Source: an optimization exercise on an open RTL-to-GDS flow (aim: small area). Production flows keep margins and buffers that such runs may drop.
RTL that was checked went through simulation tests only; none was proved equivalent to the original.

== v6 ==
// dht_segment_writer
module dht_segment_writer
#(
    parameter int MAX_SYMS  = 256,
    parameter int SYM_IDX_W = 8
) (
    input  logic                 clk,
    input  logic                 rst_n,
    input  logic                 bits_we,
    input  logic [3:0]           bits_idx,
    input  logic [7:0]           bits_val,
    input  logic                 val_we,
    input  logic [SYM_IDX_W-1:0] val_idx,
    input  logic [7:0]           val_data,
    input  logic                 start,
    input  logic [3:0]           tc,
    input  logic [3:0]           th,
    output logic                 busy,
    output logic                 done,
    output logic                 err,
    output logic                 out_valid,
    input  logic                 out_ready,
    output logic [7:0]           out_data,
    output logic                 out_last,
    output logic                 code_we,
    output logic [7:0]           code_sym,
    output logic [15:0]          code_val,
    output logic [4:0]           code_len
);
Settings: LEC_CHECK=0, CAP_MARGIN=20, CORE_MARGIN=2, CORE_UTILIZATION=40, SLEW_MARGIN=20, SYNTH_HIERARCHICAL=1; clock period 8.0 ns.
standard.sh (not shown) runs the stock make flow with config.mk's settings and CLKGATE_MAP_FILE= SYNTH_SCRIPT=/design/flow/synth_recipe.tcl, a recipe that flattens the netlist after the stock synthesis.
==> flow/flow/run.sh <==
#!/bin/bash
# Standard ORFS layout with two changes: port buffers use the smallest buffer cell, and
# clock tree synthesis uses clkbuf_8 sink clusters without dummy load cells.
set -euo pipefail
export BUFFER_PORTS_ARGS="-buffer_cell sky130_fd_sc_hd__buf_1"
export CTS_ARGS="-sink_clustering_enable -repair_clock_nets -dont_use_dummy_load -buf_list sky130_fd_sc_hd__clkbuf_8 -sink_clustering_size 16 -sink_clustering_max_diameter 70"
bash standard.sh > standard.log 2>&1
Setup changes, v6 to v7
diff --git a/flow/design.v b/flow/design.v
--- a/flow/design.v
+++ b/flow/design.v
@@ -44,19 +44,18 @@
     logic [4:0]  p_r, p_nxt;         
     logic [15:0] code_r, code_nxt;   
     logic [1:0]  gm_r, gm_nxt;       
     logic [7:0]  rem_r, rem_nxt;     
     logic [7:0]  vidx_r, vidx_nxt;   
     logic [9:0]  nacc_r, nacc_nxt;   
     logic        bad_r, bad_nxt;
     logic [7:0]  tcth_r;
     logic [7:0]  csym_r;
-    logic [7:0]  rd_r;               
     logic [4:0]  clen_r;
     logic        idle_s, chk_s, hs_s, p15_s;
     logic [7:0]  cnt_rd, mem_rd, hdr_s;
     logic [15:0] sum_s, gen_s;
     logic [9:0]  nsum_s, lh_s;
     logic        ovf_s, last_s;
     assign idle_s = ~st_r[2] & ~st_r[1];
     assign chk_s  = (st_r == S_CHECK);
     assign hs_s   = (st_r == S_VALP) & out_ready;
@@ -69,19 +68,19 @@
         .wdata (bits_val),
         .raddr (p_r[3:0]),
         .rdata (cnt_rd)
     );
     dht_huffval_store u_mem (
         .clk   (clk),
         .we    (idle_s & val_we),
         .waddr (val_idx),
         .wdata (val_data),
-        .raddr (vidx_nxt),
+        .raddr (vidx_r),
         .rdata (mem_rd)
     );
     assign sum_s  = code_r + (chk_s ? {6'd0, 2'b11, ~cnt_rd} : 16'd0) + 16'd1;
     assign ovf_s  = ~code_r[9] & (sum_s[9] | (sum_s[9:0] == 10'd0));
     assign nsum_s = nacc_r[9] ? nacc_r : ({1'b0, nacc_r[8:0]} + {2'b00, cnt_rd});
     assign lh_s   = jpeg_pkg::DHT_LH_BASE + {1'b0, nacc_r[8:0]};
     assign last_s = (({1'b0, vidx_r} + 9'd1) == nacc_r[8:0]);
     assign gen_s  = gm_r[0] ? {(gm_r[1] ? code_r[14:0] : sum_s[14:0]), 1'b0}
                             : (gm_r[1] ? code_r : sum_s);
@@ -201,27 +200,26 @@
     always_ff @(posedge clk) begin
         p_r    <= p_nxt;
         code_r <= code_nxt;
         gm_r   <= gm_nxt;
         rem_r  <= rem_nxt;
         vidx_r <= vidx_nxt;
         nacc_r <= nacc_nxt;
         bad_r  <= bad_nxt;
         if (idle_s && start) tcth_r <= {tc, th};
-        rd_r   <= mem_rd;
-        csym_r <= rd_r;
+        csym_r <= mem_rd;
         clen_r <= p_r;
     end
     assign busy      = st_r[2] | (st_r[1] & st_r[0]);
     assign done      = (st_r == S_DONE);
     assign err       = (st_r == S_ERR);
     assign out_valid = st_r[2] & ~(st_r[1] & st_r[0]);
-    assign out_data  = st_r[1] ? rd_r : (st_r[0] ? cnt_rd : hdr_s);
+    assign out_data  = st_r[1] ? mem_rd : (st_r[0] ? cnt_rd : hdr_s);
     assign out_last  = st_r[2] & st_r[1] & last_s;
     assign code_we   = cw_r;
     assign code_sym  = csym_r;
     assign code_val  = code_r;
     assign code_len  = clen_r;
 endmodule
 module dht_huffval_store (
     input  logic       clk,
     input  logic       we,
## What came out
v6 reports its capture point of the critical path as rd_r[0]$_DFF_P_ while v7 reports out_data[1]. As far as post-synthesis simple-gate area fraction is concerned, v6 and v7 perform about the same. Cmp v7 vs v6: global-route usage lower in v7. v7 falls short of v6 in worst setup slack. v6 → v7: design area barely changed; utilization barely changed; via count dropped about 0.9%. v7 against v6: register share of the cell area ~0 delta; time the final worst path needs with I/O delays and setup +1.21 ns; total CTS buffers +1.

* * *

== old ==
Starting RTL as in the previous note.
## dht_segment_writer
module dht_segment_writer
#(
    parameter int MAX_SYMS  = 256,
    parameter int SYM_IDX_W = 8
) (
    input  logic                 clk,
    input  logic                 rst_n,
    input  logic                 bits_we,
    input  logic [3:0]           bits_idx,
    input  logic [7:0]           bits_val,
    input  logic                 val_we,
    input  logic [SYM_IDX_W-1:0] val_idx,
    input  logic [7:0]           val_data,
    input  logic                 start,
    input  logic [3:0]           tc,
    input  logic [3:0]           th,
    output logic                 busy,
    output logic                 done,
    output logic                 err,
    output logic                 out_valid,
    input  logic                 out_ready,
    output logic [7:0]           out_data,
    output logic                 out_last,
    output logic                 code_we,
    output logic [7:0]           code_sym,
    output logic [15:0]          code_val,
    output logic [4:0]           code_len
);
    localparam logic [2:0] S_IDLE  = 3'b000;
    localparam logic [2:0] S_ERR   = 3'b001;   
    localparam logic [2:0] S_DONE  = 3'b010;
    localparam logic [2:0] S_CHECK = 3'b011;
    localparam logic [2:0] S_HDR   = 3'b100;
    localparam logic [2:0] S_BITS  = 3'b101;
    localparam logic [2:0] S_VALP  = 3'b110;   
    localparam logic [2:0] S_VALS  = 3'b111;   
    logic [2:0]  st_r, st_nxt;
    logic        cw_r;
    logic [4:0]  p_r, p_nxt;         
  ...
export LEC_CHECK = 0
export CAP_MARGIN = 20
export CORE_MARGIN = 2
export CORE_UTILIZATION = 40
export SLEW_MARGIN = 20
export SYNTH_HIERARCHICAL = 1
create_clock -name core_clock -period 8.0 [get_ports {clk}]
==> flow/flow/run.sh <==
#!/bin/bash
# Standard ORFS layout with two changes: port buffers use the smallest buffer cell, and
# clock tree synthesis uses clkbuf_8 sink clusters without dummy load cells.
set -euo pipefail
export BUFFER_PORTS_ARGS="-buffer_cell sky130_fd_sc_hd__buf_1"
export CTS_ARGS="-sink_clustering_enable -repair_clock_nets -dont_use_dummy_load -buf_list sky130_fd_sc_hd__clkbuf_8 -sink_clustering_size 14 -sink_clustering_max_diameter 70"
bash standard.sh > standard.log 2>&1
#### Input delta (new over old)
--- a/flow/design.v
+++ b/flow/design.v
@@ -45,17 +45,16 @@
     logic [15:0] code_r, code_nxt;   
     logic [1:0]  gm_r, gm_nxt;       
     logic [7:0]  rem_r, rem_nxt;     
     logic [7:0]  vidx_r, vidx_nxt;   
     logic [9:0]  nacc_r, nacc_nxt;   
     logic        bad_r, bad_nxt;
     logic [7:0]  tcth_r;
     logic [7:0]  csym_r;
-    logic [7:0]  rd_r;               
     logic [4:0]  clen_r;
     logic        idle_s, chk_s, hs_s, p15_s;
     logic [7:0]  cnt_rd, mem_rd, hdr_s;
     logic [15:0] sum_s, gen_s;
     logic [9:0]  nsum_s, lh_s;
     logic        ovf_s, last_s;
     assign idle_s = ~st_r[2] & ~st_r[1];
     assign chk_s  = (st_r == S_CHECK);
@@ -70,17 +69,17 @@
         .raddr (p_r[3:0]),
         .rdata (cnt_rd)
     );
     dht_huffval_store u_mem (
         .clk   (clk),
         .we    (idle_s & val_we),
         .waddr (val_idx),
         .wdata (val_data),
-        .raddr (vidx_nxt),
+        .raddr (vidx_r),
         .rdata (mem_rd)
     );
     assign sum_s  = code_r + (chk_s ? {6'd0, 2'b11, ~cnt_rd} : 16'd0) + 16'd1;
     assign ovf_s  = ~code_r[9] & (sum_s[9] | (sum_s[9:0] == 10'd0));
     assign nsum_s = nacc_r[9] ? nacc_r : ({1'b0, nacc_r[8:0]} + {2'b00, cnt_rd});
     assign lh_s   = jpeg_pkg::DHT_LH_BASE + {1'b0, nacc_r[8:0]};
     assign last_s = (({1'b0, vidx_r} + 9'd1) == nacc_r[8:0]);
     assign gen_s  = gm_r[0] ? {(gm_r[1] ? code_r[14:0] : sum_s[14:0]), 1'b0}
@@ -202,25 +201,24 @@
         p_r    <= p_nxt;
         code_r <= code_nxt;
         gm_r   <= gm_nxt;
         rem_r  <= rem_nxt;
         vidx_r <= vidx_nxt;
         nacc_r <= nacc_nxt;
         bad_r  <= bad_nxt;
         if (idle_s && start) tcth_r <= {tc, th};
-        rd_r   <= mem_rd;
-        csym_r <= rd_r;
+        csym_r <= mem_rd;
         clen_r <= p_r;
     end
     assign busy      = st_r[2] | (st_r[1] & st_r[0]);
     assign done      = (st_r == S_DONE);
     assign err       = (st_r == S_ERR);
     assign out_valid = st_r[2] & ~(st_r[1] & st_r[0]);
-    assign out_data  = st_r[1] ? rd_r : (st_r[0] ? cnt_rd : hdr_s);
+    assign out_data  = st_r[1] ? mem_rd : (st_r[0] ? cnt_rd : hdr_s);
     assign out_last  = st_r[2] & st_r[1] & last_s;
     assign code_we   = cw_r;
     assign code_sym  = csym_r;
     assign code_val  = code_r;
     assign code_len  = clen_r;
 endmodule
 module dht_huffval_store (
     input  logic       clk,
Results
Of new and old, new shows the lower post-route met1 wirelength, with old above it. old completed; timing, DRC and antenna clean. new: complete, dirty (setup timing). Between new and old, the utilization does not differ in any meaningful way. Between old and new, the flow reports routed wire length decreasing slightly. Compared old against new; die area within noise. Per the comparison of new with old, flip-flop and latch count lost 8; maximum resistive drop on vdd has increased; minimum hold slack dropped 0.019 ns; combined global-route utilization of all metal layers fell 0.21 points; non-clock buffer count in the final layout has decreased. Compared with old, synthesized flop and latch total in new decreased slightly.

* * *

## lane 5
Another version of the RTL of dht_segment_writer (not shown whole).
Size in the first run: ~5600 cells after synthesis, ~2300 flip-flops, ~85 I/O pins, about 0.089 mm^2 of cells after synthesis.
make LEC_CHECK=0 CAP_MARGIN=20 CORE_MARGIN=2 CORE_UTILIZATION=40 SLEW_MARGIN=20 finish   # period 8.0 ns
run.sh (not shown) runs the stock make flow with config.mk's settings and CLKGATE_MAP_FILE= SYNTH_SCRIPT=/design/flow/synth_recipe.tcl, a recipe that flattens the netlist after the stock synthesis.
Stock flow here: none of the scripts above is used.
The final report for lane 5 shows a completed flow and a layout that fails verification, specifically negative setup slack.
[inputs] lane 4 vs lane 5
diff --git a/flow/design.v b/flow/design.v
--- a/flow/design.v
+++ b/flow/design.v
@@ -43,18 +43,19 @@
     logic        cw_r;
     logic [4:0]  p_r, p_nxt;         
     logic [15:0] code_r, code_nxt;   
     logic [7:0]  rem_r, rem_nxt;     
     logic [7:0]  vidx_r, vidx_nxt;   
     logic [9:0]  nacc_r, nacc_nxt;   
     logic        bad_r, bad_nxt;
     logic [7:0]  tcth_r;
     logic [7:0]  csym_r;
+    logic [7:0]  rd_r;               
     logic [15:0] cval_r;
     logic [4:0]  clen_r;
     logic        idle_s, chk_s, hs_s, p15_s;
     logic [7:0]  cnt_rd, mem_rd, hdr_s;
     logic [15:0] sum_s;
     logic [9:0]  nsum_s, lh_s;
     logic        ovf_s, last_s;
     assign idle_s = ~st_r[2] & ~st_r[1];
     assign chk_s  = (st_r == S_CHECK);
@@ -72,20 +73,20 @@
     end
     assign cnt_rd = cnt_r[caddr];
     logic [15:0]  whi, wlo, rhi, rlo;
     logic [7:0]   mgrp [16];
     logic [7:0]   mq [256];
     always_comb begin
         for (int i = 0; i < 16; i++) begin
             whi[i] = idle_s && val_we && (val_idx[7:4] == 4'(i));
             wlo[i] = (val_idx[3:0] == 4'(i));
-            rhi[i] = (vidx_r[7:4] == 4'(i));
-            rlo[i] = (vidx_r[3:0] == 4'(i));
+            rhi[i] = (vidx_nxt[7:4] == 4'(i));
+            rlo[i] = (vidx_nxt[3:0] == 4'(i));
         end
     end
     for (genvar i = 0; i < 256; i++) begin : g_mem
         always_ff @(posedge clk) begin
             if (whi[i / 16] && wlo[i % 16]) mq[i] <= val_data;
         end
     end
     always_comb begin
         mem_rd = 8'd0;
@@ -205,24 +206,25 @@
     end
     always_ff @(posedge clk) begin
         p_r    <= p_nxt;
         code_r <= code_nxt;
         rem_r  <= rem_nxt;
         vidx_r <= vidx_nxt;
         nacc_r <= nacc_nxt;
         bad_r  <= bad_nxt;
         if (idle_s && start) tcth_r <= {tc, th};
-        csym_r <= mem_rd;
+        rd_r   <= mem_rd;
+        csym_r <= rd_r;
         cval_r <= code_r;
         clen_r <= p_r;
     end
     assign busy      = st_r[2] | (st_r[1] & st_r[0]);
     assign done      = (st_r == S_DONE);
     assign err       = (st_r == S_ERR);
     assign out_valid = st_r[2] & ~(st_r[1] & st_r[0]);
-    assign out_data  = st_r[1] ? mem_rd : (st_r[0] ? cnt_rd : hdr_s);
+    assign out_data  = st_r[1] ? rd_r : (st_r[0] ? cnt_rd : hdr_s);
     assign out_last  = st_r[2] & st_r[1] & last_s;
     assign code_we   = cw_r;
     assign code_sym  = csym_r;
     assign code_val  = cval_r;
     assign code_len  = clen_r;
 endmodule
Notes after the runs:
Lane 4 completed; timing, DRC and antenna clean. Per the comparison of lane 4 with lane 5, number of clock buffer instances in the layout has increased, final sequential cell count has increased. On post-layout minimum cycle time: lane 4 sits below lane 5. Diff lane 5..lane 4 | relative area of clock buffers and inverters in the final design | negligible. Lane 5 → lane 4: antenna diode instance count rose 6; highest attainable clock frequency rose 13%; largest driver fanout on the critical path fell about 70%; fraction of synthesized area in multiplexers fell 1.1 points. For non-clock buffer count, dividing the value from lane 4 by the value from lane 5 gives 1.2.
The RTL of lane 5 was laid out without a check of its function.

port drivers added, routing unchanged:
The flow's constraints put no driver on any port. The routed layouts listed below were extracted and timed again, unchanged, in two steps.
Step 1: set_driving_cell puts a clkbuf_16 on clk and a buf_2 on each other input, an assumption about the parent block.
Step 2, shift: input delay + t, output delay - t, t = (earliest + latest rising clock arrival at the registers) / 2. This alone moves slack from input paths to output paths.
Slacks: ideal ports / drivers / drivers and shift; pairs: ideal ports / drivers.
| run | t (ns) | setup WS [ns] | hold slack, ns | worst register clock-pin slew, ns | worst data-port slew with drivers (ns) |
|---|---|---|---|---|---|
| v6 | 0.974 | 1.236 / 1.236 / 0.669 | 0.396 / 0.396 / 0.396 | 0.11 / 0.11 | 0.15 |
| v7 | 1.001 | 0.030 / -0.054 / 0.947 | 0.412 / 0.412 / 0.412 | 0.11 / 0.11 | 0.15 |
| old | 0.962 | 1.243 / 1.243 / 0.620 | 0.401 / 0.401 / 0.401 | 0.10 / 0.10 | 0.14 |
| new | 1.043 | -0.035 / -0.133 / 0.910 | 0.383 / 0.383 / 0.383 | 0.10 / 0.10 | 0.17 |
| lane 5 | 0.945 | -0.021 / -0.118 / 0.501 | 0.368 / 0.368 / 0.368 | 0.07 / 0.07 | 0.06 |
| lane 4 | 0.935 | 0.927 / 0.900 / 0.732 | 0.409 / 0.409 / 0.409 | 0.07 / 0.07 | 0.06 |
For old, which loses most, drivers alone change the setup slack by 0.000 ns; drivers and shift together by -0.623 ns.
